What follows belongs to an exercise in optimizing a design on an open flow for small area; a production flow would make more cautious choices. The RTL was checked by simulation tests, not by an equivalence proof against the original design. Power figures rest on the tool's default switching activity, not on a simulated workload.

// msg_char_streamer
module msg_char_streamer (
  input  wire logic                   clk,
  input  wire logic                   reset,
  input  wire logic                   load_valid,
  output      logic                   load_ready,
  input  wire logic [msg_char_streamer_pkg::MSG_WIDTH-1:0]   load_msg,
  input  wire logic [msg_char_streamer_pkg::LEN_WIDTH-1:0]   load_length,
  input  wire logic [1:0]             load_label,
  output      logic                   char_valid,
  input  wire logic                   char_ready,
  output      logic [msg_char_streamer_pkg::CHAR_LENGTH-1:0] char_data,
  output      logic [msg_char_streamer_pkg::LEN_WIDTH-1:0]   char_index,
  output      logic                   char_first,
  output      logic                   char_last,
  output      logic [1:0]             char_label,
  output      logic                   done,
  output      logic [msg_char_streamer_pkg::LEN_WIDTH-1:0]   done_count,
  output      logic                   busy
);
For scale: ~2800 cells after synthesis, ~1300 flip-flops.
Settings: LEC_CHECK=0, CAP_MARGIN=20, CORE_MARGIN=2, CORE_UTILIZATION=40, SLEW_MARGIN=20; clock period 4.0 ns.
run.sh (not shown) runs the stock make flow with config.mk's settings and CLKGATE_MAP_FILE= SYNTH_SCRIPT=/design/flow/synth_recipe.tcl, a recipe that flattens the netlist after the stock synthesis.
The starting point ended with an error in 3_2_place_iop on PPL-0024.
Then changed:
CORE_AREA = 2 2 458 458   (was default)
CORE_MARGIN = default   (was 2)
CORE_UTILIZATION = default   (was 40)
DIE_AREA = 0 0 460 460   (was default)
Effect: With this change the flow completed, yet does not pass: setup timing; synthesized cell count is unchanged; synthesized area is unchanged.


Another version of the RTL of msg_char_streamer (not shown whole).
For scale: ~2200 cells after synthesis, roughly 1300 flip-flops, roughly 1300 I/O pins, ~0.046 mm^2 of cells after synthesis.
Settings: LEC_CHECK=0, CAP_MARGIN=20, CORE_AREA=2 2 318 318, DIE_AREA=0 0 320 320, PLACE_DENSITY=0.7, SETUP_SLACK_MARGIN=0.1, SLEW_MARGIN=20, SYNTH_HIERARCHICAL=1; clock period 4.0 ns.
standard.sh (not shown) runs the stock make flow with config.mk's settings and CLKGATE_MAP_FILE= SYNTH_SCRIPT=/design/flow/synth_recipe.tcl, a recipe that flattens the netlist after the stock synthesis.
==> flow/flow/run.sh <==
#!/bin/bash
# Standard ORFS layout with three changes:
#  - the pins may sit on adjacent routing tracks (min distance 1 track), so
#    the 1326 ports fit on a smaller die;
#  - the port buffers use the smallest buffer (buf_1) instead of the
#    resizer's default choice;
#  - clock tree synthesis clusters up to 30 sinks per leaf buffer and adds
#    no dummy loads.
set -euo pipefail
bash standard.sh \
  'PLACE_PINS_ARGS=-min_distance 1 -min_distance_in_tracks' \
  'BUFFER_PORTS_ARGS=-buffer_cell sky130_fd_sc_hd__buf_1' \
  'CTS_ARGS=-sink_clustering_enable -repair_clock_nets -dont_use_dummy_load -sink_clustering_size 30 -sink_clustering_max_diameter 100' \
  finish > standard_flow.log 2>&1
The first run never finished: it broke off in global routing, error GRT-0116.
Next try:
--- a/flow/flow/run.sh
+++ b/flow/flow/run.sh
@@ -1,5 +1,3 @@
 #!/bin/bash
-# Standard ORFS layout with three changes:
-#  - the pins may sit on adjacent routing tracks (min distance 1 track), so
-#    the 1326 ports fit on a smaller die;
+# Standard ORFS layout with two changes:
 #  - the port buffers use the smallest buffer (buf_1) instead of the
@@ -10,3 +8,2 @@
 bash standard.sh \
-  'PLACE_PINS_ARGS=-min_distance 1 -min_distance_in_tracks' \
   'BUFFER_PORTS_ARGS=-buffer_cell sky130_fd_sc_hd__buf_1' \
--- a/flow/config.mk
+++ b/flow/config.mk
@@ -8,5 +8,4 @@
 export CAP_MARGIN = 20
-export CORE_AREA = 2 2 318 318
-export DIE_AREA = 0 0 320 320
-export PLACE_DENSITY = 0.7
+export CORE_AREA = 2 2 366 366
+export DIE_AREA = 0 0 368 368
 export SETUP_SLACK_MARGIN = 0.1
Effect:
- The new run finished with timing, DRC and antenna clean
- synthesized area is unchanged
- synthesized cell count is unchanged


msg_char_streamer, a different RTL version from the one above (not shown whole).
Size in the first run: ~2,200 cells after synthesis, roughly 1,300 I/O pins, ~0.046 mm² of cells after synthesis.
## msg_char_streamer
module msg_char_streamer (
  input  wire logic                   clk,
  input  wire logic                   reset,
  input  wire logic                   load_valid,
  output      logic                   load_ready,
  input  wire logic [msg_char_streamer_pkg::MSG_WIDTH-1:0]   load_msg,
  input  wire logic [msg_char_streamer_pkg::LEN_WIDTH-1:0]   load_length,
  input  wire logic [1:0]             load_label,
  output      logic                   char_valid,
  input  wire logic                   char_ready,
  output      logic [msg_char_streamer_pkg::CHAR_LENGTH-1:0] char_data,
  output      logic [msg_char_streamer_pkg::LEN_WIDTH-1:0]   char_index,
  output      logic                   char_first,
  output      logic                   char_last,
  output      logic [1:0]             char_label,
  output      logic                   done,
  output      logic [msg_char_streamer_pkg::LEN_WIDTH-1:0]   done_count,
  output      logic                   busy
);
  logic                   r_ready;
  logic                   r_valid;
  logic                   r_done;
  logic [msg_char_streamer_pkg::LEN_WIDTH-1:0]   r_index;
  logic [msg_char_streamer_pkg::LEN_WIDTH-1:0]   r_nindex;    
  logic [msg_char_streamer_pkg::CHAR_LENGTH-1:0] r_data;      
  ...
==> flow/config.mk <==
export PLATFORM = sky130hd
export DESIGN_NAME = msg_char_streamer
export DESIGN_NICKNAME = msg_char_streamer
export VERILOG_FILES = /design/flow/design.v
export SDC_FILE = /design/flow/constraint.sdc
export NUM_CORES = 4
export LEC_CHECK = 0
export CAP_MARGIN = 20
export CORE_AREA = 2 2 366 366
export DIE_AREA = 0 0 368 368
export SETUP_SLACK_MARGIN = 0.1
export SLEW_MARGIN = 20
export SYNTH_HIERARCHICAL = 1
==> flow/constraint.sdc <==
create_clock -name core_clock -period 4.0 [get_ports {clk}]
set_input_delay 0.8000 -clock core_clock [delete_from_list [all_inputs] [get_ports {clk}]]
set_output_delay 0.8000 -clock core_clock [all_outputs]
set_load 0.01 [all_outputs]
==> flow/flow/run.sh <==
#!/bin/bash
# Standard ORFS layout with two changes:
#  - the port buffers use the smallest buffer (buf_1) instead of the
#    resizer's default choice;
#  - clock tree synthesis clusters up to 30 sinks per leaf buffer and adds
#    no dummy loads.
set -euo pipefail
bash standard.sh \
  'BUFFER_PORTS_ARGS=-buffer_cell sky130_fd_sc_hd__buf_1' \
  'CTS_ARGS=-sink_clustering_enable -repair_clock_nets -dont_use_dummy_load -sink_clustering_size 30 -sink_clustering_max_diameter 100' \
  finish > standard_flow.log 2>&1
The starting point went through all stages and came out clean.
Next try:
Settings changed: CORE_AREA 2 2 366 366 to 2 2 378 378, DIE_AREA 0 0 368 368 to 0 0 380 380.
Design area stays flat.
Clock power goes up by about 1%.
Fmax went up by 0.47%.

==> afterwards: timing with drivers on the ports <==
Ports are ideal in the flow. The routed layouts listed here were re-timed in OpenROAD. Step 1 sets driving cells, clkbuf_16 on the clock port and buf_2 on the other inputs (assumed; they add their load-dependent delay and slew). Step 2 moves the port delays by t, midway between the first and last clock arrival at a register: inputs arrive t later, outputs are due t later. That takes back most of the time a late clock gives input paths. a / b / c = no drivers / after step 1 / after step 2; a / b = the first two.
| run | t (ns) | slack for setup (ns) | slew at the worst register clock pin (ns) |
|---|---|---|---|
| the second run of note 1 | 0.893 | -0.975 / -1.072 / -0.178 | 0.07 / 0.07 |
| the second run of note 2 | 0.734 | 0.203 / 0.134 / 0.203 | 0.12 / 0.12 |
| the first run of note 3 | 0.743 | 0.135 / 0.135 / 0.135 | 0.12 / 0.12 |
| the second run of note 3 | 0.743 | 0.153 / 0.153 / 0.153 | 0.12 / 0.12 |
